This is an optimization exercise on Yosys and OpenROAD, whose aim is small area and a short achievable clock period, not a production implementation.
Only simulation tests tie the RTL to the original design; equivalence was not proved.

Design xgmii_rx_top, start of the top module:
module xgmii_rx_top #(
    parameter int STAT_W = 32
) (
    input  logic              clk,
    input  logic              inv_aresetn,
    input  logic [63:0]       xgmii_d_i,
    input  logic [7:0]        xgmii_c_i,
    output logic [63:0]       tdata_o,
    output logic [7:0]        tkeep_o,
    output logic              tvalid_o,
    output logic              tlast_o,
    output logic              tuser_o,
    output logic [STAT_W-1:0] good_frames_o,
    output logic [STAT_W-1:0] bad_frames_o
);
For scale: roughly 1200 cells after synthesis, roughly 250 flip-flops, roughly 210 I/O pins, ~14000 um^2 of cells after synthesis.
Settings: LEC_CHECK=0, CAP_MARGIN=20, CORE_MARGIN=2, CORE_UTILIZATION=40, SETUP_SLACK_MARGIN=0.2, SLEW_MARGIN=20, BUFFER_PORTS_ARGS=-buffer_cell sky130_fd_sc_hd__buf_2; clock period 9.0 ns.
standard.sh (not shown) runs the stock make flow with config.mk's settings and CLKGATE_MAP_FILE= SYNTH_SCRIPT=/design/flow/synth_recipe.tcl, a recipe that flattens the netlist after the stock synthesis.
==> flow/flow/run.sh <==
#!/bin/bash
# Own layout flow: the standard ORFS flow (standard.sh, synthesis unchanged)
# with plain buf_2 cells as the port buffers, and setup repair run with a
# margin, so it keeps sizing and buffering until paths are that far below
# the (unchanged) 9 ns clock period.
set -euo pipefail
cd "$(dirname "$0")/.."
echo "export BUFFER_PORTS_ARGS = -buffer_cell sky130_fd_sc_hd__buf_2" >> config.mk
bash standard.sh SETUP_SLACK_MARGIN=6.0 finish > standard.log 2>&1
The starting point completed without violations.
Rerun with:
==> flow/flow/run.sh (replaced) <==
#!/bin/bash
# Own layout flow: the standard ORFS flow (standard.sh) with
# - plain sky130_fd_sc_hd__buf_2 cells as the port buffers,
# - these cells kept out of mapping and repair (added to the platform's
#   don't-use list; registers are unaffected): sky130_fd_sc_hd__xor3_1 sky130_fd_sc_hd__xor3_2 sky130_fd_sc_hd__xor3_4 sky130_fd_sc_hd__xnor3_1 sky130_fd_sc_hd__xnor3_2 sky130_fd_sc_hd__xnor3_4 sky130_fd_sc_hd__xnor2_2 sky130_fd_sc_hd__xnor2_4 sky130_fd_sc_hd__xor2_2 sky130_fd_sc_hd__xor2_4
# - these make settings: SETUP_SLACK_MARGIN=6.3 CTS_BUF_LIST=sky130_fd_sc_hd__clkbuf_16 CTS_CLUSTER_SIZE=25 CTS_CLUSTER_DIAMETER=100
# SETUP_SLACK_MARGIN makes setup repair keep sizing and buffering until
# paths are that far below the (unchanged) 9 ns clock period.
set -euo pipefail
cd "$(dirname "$0")/.."
{
  echo "export BUFFER_PORTS_ARGS = -buffer_cell sky130_fd_sc_hd__buf_2"
  echo "export DONT_USE_CELLS = sky130_fd_sc_hd__xor3_1 sky130_fd_sc_hd__xor3_2 sky130_fd_sc_hd__xor3_4 sky130_fd_sc_hd__xnor3_1 sky130_fd_sc_hd__xnor3_2 sky130_fd_sc_hd__xnor3_4 sky130_fd_sc_hd__xnor2_2 sky130_fd_sc_hd__xnor2_4 sky130_fd_sc_hd__xor2_2 sky130_fd_sc_hd__xor2_4"
} >> config.mk
bash standard.sh SETUP_SLACK_MARGIN=6.3 CTS_BUF_LIST=sky130_fd_sc_hd__clkbuf_16 CTS_CLUSTER_SIZE=25 CTS_CLUSTER_DIAMETER=100 finish > standard.log 2>&1
- DONT_USE_CELLS: default -> sky130_fd_sc_hd__xor3_1 sky130_fd_sc_hd__xor3_2 sky130_fd_sc_hd__xor3_4 sky130_fd_sc_hd__xnor3_1 sky130_fd_sc_hd__xnor3_2 sky130_fd_sc_hd__xnor3_4 sky130_fd_sc_hd__xnor2_2 sky130_fd_sc_hd__xnor2_4 sky130_fd_sc_hd__xor2_2 sky130_fd_sc_hd__xor2_4
The new run produced a clean layout.
Setup slack loses 0.046 ns.
First-iteration DRC count went up by a quarter to a third.
Critical path depth does not change.
Flip-flop and latch count stays the same.
Worst hold slack loses 0.024 ns.
Cell area went up by a few percent.
Non-clock buffer count went up by 173.
Global-route usage went up by 1.7 points.
Rerun with:
==> flow/flow/run.sh (replaced) <==
#!/bin/bash
# Own layout flow: the standard ORFS flow (standard.sh; synthesis
# unchanged) with plain sky130_fd_sc_hd__buf_2 cells as the port buffers and these
# make settings: SETUP_SLACK_MARGIN=6.0 CTS_BUF_LIST=sky130_fd_sc_hd__clkbuf_8 CTS_CLUSTER_SIZE=16 CTS_CLUSTER_DIAMETER=60
# SETUP_SLACK_MARGIN makes setup repair keep sizing and buffering until
# paths are that far below the (unchanged) 9 ns clock period.
set -euo pipefail
cd "$(dirname "$0")/.."
echo "export BUFFER_PORTS_ARGS = -buffer_cell sky130_fd_sc_hd__buf_2" >> config.mk
bash standard.sh SETUP_SLACK_MARGIN=6.0 CTS_BUF_LIST=sky130_fd_sc_hd__clkbuf_8 CTS_CLUSTER_SIZE=16 CTS_CLUSTER_DIAMETER=60 finish > standard.log 2>&1
- DONT_USE_CELLS: sky130_fd_sc_hd__xor3_1 sky130_fd_sc_hd__xor3_2 sky130_fd_sc_hd__xor3_4 sky130_fd_sc_hd__xnor3_1 sky130_fd_sc_hd__xnor3_2 sky130_fd_sc_hd__xnor3_4 sky130_fd_sc_hd__xnor2_2 sky130_fd_sc_hd__xnor2_4 sky130_fd_sc_hd__xor2_2 sky130_fd_sc_hd__xor2_4 -> default
The new run completed without violations; die area grows by 6.7%; design area went down by 4.4%; sequential share of layout area is higher by 0.86 points; worst setup slack improves by 0.014 ns; cell count decreases by 7.6%; sequential cell count stays the same; via count goes down by 7.5%; wire length shrinks by 1.5%.

---

== ember ==
xgmii_rx_top, a different RTL version from the one above (not shown whole).
For scale: ~1200 cells after synthesis, about 250 flip-flops, about 210 I/O pins, roughly 13000 sq um of cells after synthesis.
clock: 9.0 ns
lec_check: 0
cap_margin: 20
core_margin: 2
core_utilization: 40
setup_slack_margin: 0.2
slew_margin: 20
buffer_ports_args: -buffer_cell sky130_fd_sc_hd__buf_2
dont_use_cells: sky130_fd_sc_hd__xor3_1 sky130_fd_sc_hd__xor3_2 sky130_fd_sc_hd__xor3_4 sky130_fd_sc_hd__xnor3_1 sky130_fd_sc_hd__xnor3_2 sky130_fd_sc_hd__xnor3_4 sky130_fd_sc_hd__xnor2_2 sky130_fd_sc_hd__xnor2_4 sky130_fd_sc_hd__xor2_2 sky130_fd_sc_hd__xor2_4
==> flow/flow/run.sh <==
#!/bin/bash
# Own layout flow: the standard ORFS flow (standard.sh) with
# - plain sky130_fd_sc_hd__buf_2 cells as the port buffers,
# - these cells kept out of mapping and repair (added to the platform's
#   don't-use list; registers are unaffected): sky130_fd_sc_hd__xor3_1 sky130_fd_sc_hd__xor3_2 sky130_fd_sc_hd__xor3_4 sky130_fd_sc_hd__xnor3_1 sky130_fd_sc_hd__xnor3_2 sky130_fd_sc_hd__xnor3_4 sky130_fd_sc_hd__xnor2_2 sky130_fd_sc_hd__xnor2_4 sky130_fd_sc_hd__xor2_2 sky130_fd_sc_hd__xor2_4
# - these make settings: SETUP_SLACK_MARGIN=5.85 CTS_BUF_LIST=sky130_fd_sc_hd__clkbuf_16 CTS_CLUSTER_SIZE=25 CTS_CLUSTER_DIAMETER=100
# SETUP_SLACK_MARGIN makes setup repair keep sizing and buffering until
# paths are that far below the (unchanged) 9 ns clock period.
set -euo pipefail
cd "$(dirname "$0")/.."
{
  echo "export BUFFER_PORTS_ARGS = -buffer_cell sky130_fd_sc_hd__buf_2"
  echo "export DONT_USE_CELLS = sky130_fd_sc_hd__xor3_1 sky130_fd_sc_hd__xor3_2 sky130_fd_sc_hd__xor3_4 sky130_fd_sc_hd__xnor3_1 sky130_fd_sc_hd__xnor3_2 sky130_fd_sc_hd__xnor3_4 sky130_fd_sc_hd__xnor2_2 sky130_fd_sc_hd__xnor2_4 sky130_fd_sc_hd__xor2_2 sky130_fd_sc_hd__xor2_4"
} >> config.mk
bash standard.sh SETUP_SLACK_MARGIN=5.85 CTS_BUF_LIST=sky130_fd_sc_hd__clkbuf_16 CTS_CLUSTER_SIZE=25 CTS_CLUSTER_DIAMETER=100 finish > standard.log 2>&1
Inputs modified between ember and zinc:
==> flow/flow/run.sh <==
#!/bin/bash
# Own layout flow: the standard ORFS flow (standard.sh) with
# - plain sky130_fd_sc_hd__buf_2 cells as the port buffers,
# - these cells kept out of mapping and repair (added to the platform's
#   don't-use list; registers are unaffected): sky130_fd_sc_hd__xor3_1 sky130_fd_sc_hd__xor3_2 sky130_fd_sc_hd__xor3_4 sky130_fd_sc_hd__xnor3_1 sky130_fd_sc_hd__xnor3_2 sky130_fd_sc_hd__xnor3_4 sky130_fd_sc_hd__xnor2_2 sky130_fd_sc_hd__xnor2_4 sky130_fd_sc_hd__xor2_2 sky130_fd_sc_hd__xor2_4
# - these make settings: SETUP_SLACK_MARGIN=6.0 CTS_BUF_LIST=sky130_fd_sc_hd__clkbuf_16 CTS_CLUSTER_SIZE=25 CTS_CLUSTER_DIAMETER=100 CORE_UTILIZATION=70 PLACE_DENSITY=0.8
# SETUP_SLACK_MARGIN makes setup repair keep sizing and buffering until
# paths are that far below the (unchanged) 9 ns clock period.
set -euo pipefail
cd "$(dirname "$0")/.."
{
  echo "export BUFFER_PORTS_ARGS = -buffer_cell sky130_fd_sc_hd__buf_2"
  echo "export DONT_USE_CELLS = sky130_fd_sc_hd__xor3_1 sky130_fd_sc_hd__xor3_2 sky130_fd_sc_hd__xor3_4 sky130_fd_sc_hd__xnor3_1 sky130_fd_sc_hd__xnor3_2 sky130_fd_sc_hd__xnor3_4 sky130_fd_sc_hd__xnor2_2 sky130_fd_sc_hd__xnor2_4 sky130_fd_sc_hd__xor2_2 sky130_fd_sc_hd__xor2_4"
} >> config.mk
bash standard.sh SETUP_SLACK_MARGIN=6.0 CTS_BUF_LIST=sky130_fd_sc_hd__clkbuf_16 CTS_CLUSTER_SIZE=25 CTS_CLUSTER_DIAMETER=100 CORE_UTILIZATION=70 PLACE_DENSITY=0.8 finish > standard.log 2>&1
Of the two values seen for worst setup path startpoint, crc_q[21]$_SDFF_PP1_ was produced by ember and tuser_o$_DFF_P_ by zinc.
A slowest cell on the critical path of sky130_fd_sc_hd__dfxtp_1 is what zinc shows, while sky130_fd_sc_hd__xnor2_1 belongs to ember.
zinc vs ember: first-pass GRT wire length down slightly
A critical setup path kind of reg2out is what zinc shows, while reg2reg belongs to ember.
zinc vs ember: ratio of routed vias to standard cells up by more than 10%
The die footprint of zinc falls short of that of ember by 14000 sq um.
Between ember and zinc, initial standard-cell utilization of the core increased.
Delta (zinc minus ember): setup slack +27 ps, met3 track demand over resource in global routing +6.0 points, share of the cycle needed by the critical path after routing -0.30 points.
ember ended up with crc_q[3]$_SDFF_PP1_ as its destination of the critical timing path; zinc ended up with tuser_o.
[inputs] lagoon vs zinc
==> flow/flow/run.sh <==
#!/bin/bash
# Own layout flow: the standard ORFS flow (standard.sh) with
# - plain sky130_fd_sc_hd__buf_2 cells as the port buffers,
# - these cells kept out of mapping and repair (added to the platform's
#   don't-use list; registers are unaffected): sky130_fd_sc_hd__xor3_1 sky130_fd_sc_hd__xor3_2 sky130_fd_sc_hd__xor3_4 sky130_fd_sc_hd__xnor3_1 sky130_fd_sc_hd__xnor3_2 sky130_fd_sc_hd__xnor3_4 sky130_fd_sc_hd__xnor2_2 sky130_fd_sc_hd__xnor2_4 sky130_fd_sc_hd__xor2_2 sky130_fd_sc_hd__xor2_4
# - these make settings: SETUP_SLACK_MARGIN=6.0 CTS_BUF_LIST=sky130_fd_sc_hd__clkbuf_16 CTS_CLUSTER_SIZE=25 CTS_CLUSTER_DIAMETER=100
# SETUP_SLACK_MARGIN makes setup repair keep sizing and buffering until
# paths are that far below the (unchanged) 9 ns clock period.
set -euo pipefail
cd "$(dirname "$0")/.."
{
  echo "export BUFFER_PORTS_ARGS = -buffer_cell sky130_fd_sc_hd__buf_2"
  echo "export DONT_USE_CELLS = sky130_fd_sc_hd__xor3_1 sky130_fd_sc_hd__xor3_2 sky130_fd_sc_hd__xor3_4 sky130_fd_sc_hd__xnor3_1 sky130_fd_sc_hd__xnor3_2 sky130_fd_sc_hd__xnor3_4 sky130_fd_sc_hd__xnor2_2 sky130_fd_sc_hd__xnor2_4 sky130_fd_sc_hd__xor2_2 sky130_fd_sc_hd__xor2_4"
} >> config.mk
bash standard.sh SETUP_SLACK_MARGIN=6.0 CTS_BUF_LIST=sky130_fd_sc_hd__clkbuf_16 CTS_CLUSTER_SIZE=25 CTS_CLUSTER_DIAMETER=100 finish > standard.log 2>&1
## What came out
Summary of lagoon over zinc: sequential share of layout area saw a decrease; area overhead of the layout relative to synthesis climbed 1.9 points; final period demand of the worst path -92 ps. Summary of lagoon over zinc: initial detailed-routing violation count now sits lower; starting density of the core moved down.

-- separate check: timing with driven ports --
How much do the figures lean on ideal ports? The routed layouts below were timed once more, with nothing changed but the port constraints. Step 1: set_driving_cell puts a clkbuf_16 on clk and a buf_2 on each other input, an assumption about the parent block. Step 2, shift: input delay + t, output delay - t, t = (earliest + latest rising clock arrival at the registers) / 2. This alone moves slack from input paths to output paths. Slacks: ideal / step 1 / step 2; pairs: ideal / step 1.
run | t (ns) | setup WS [ns] | worst setup path after step 2 | worst data-port slew with drivers (ns) | cell pins on the clock port's net
the first run of note 1 | 0.621 | 6.051 / 6.000 / 5.742 | input to register | 0.06 | 1
the second run of note 1 | 0.550 | 6.005 / 5.957 / 5.830 | input to register | 0.07 | 1
the third run of note 1 | 0.627 | 6.019 / 5.971 / 5.759 | input to register | 0.06 | 1
ember | 0.550 | 5.981 / 5.957 / 5.771 | input to register | 0.06 | 1
zinc | 0.535 | 6.008 / 5.962 / 5.905 | input to register | 0.05 | 1
lagoon | 0.550 | 6.100 / 6.052 / 5.764 | input to register | 0.06 | 1
After both steps setup and hold are still met in every run listed. The setup slack of lagoon, which loses most, moves by -0.048 ns with the drivers and by -0.336 ns with both steps.
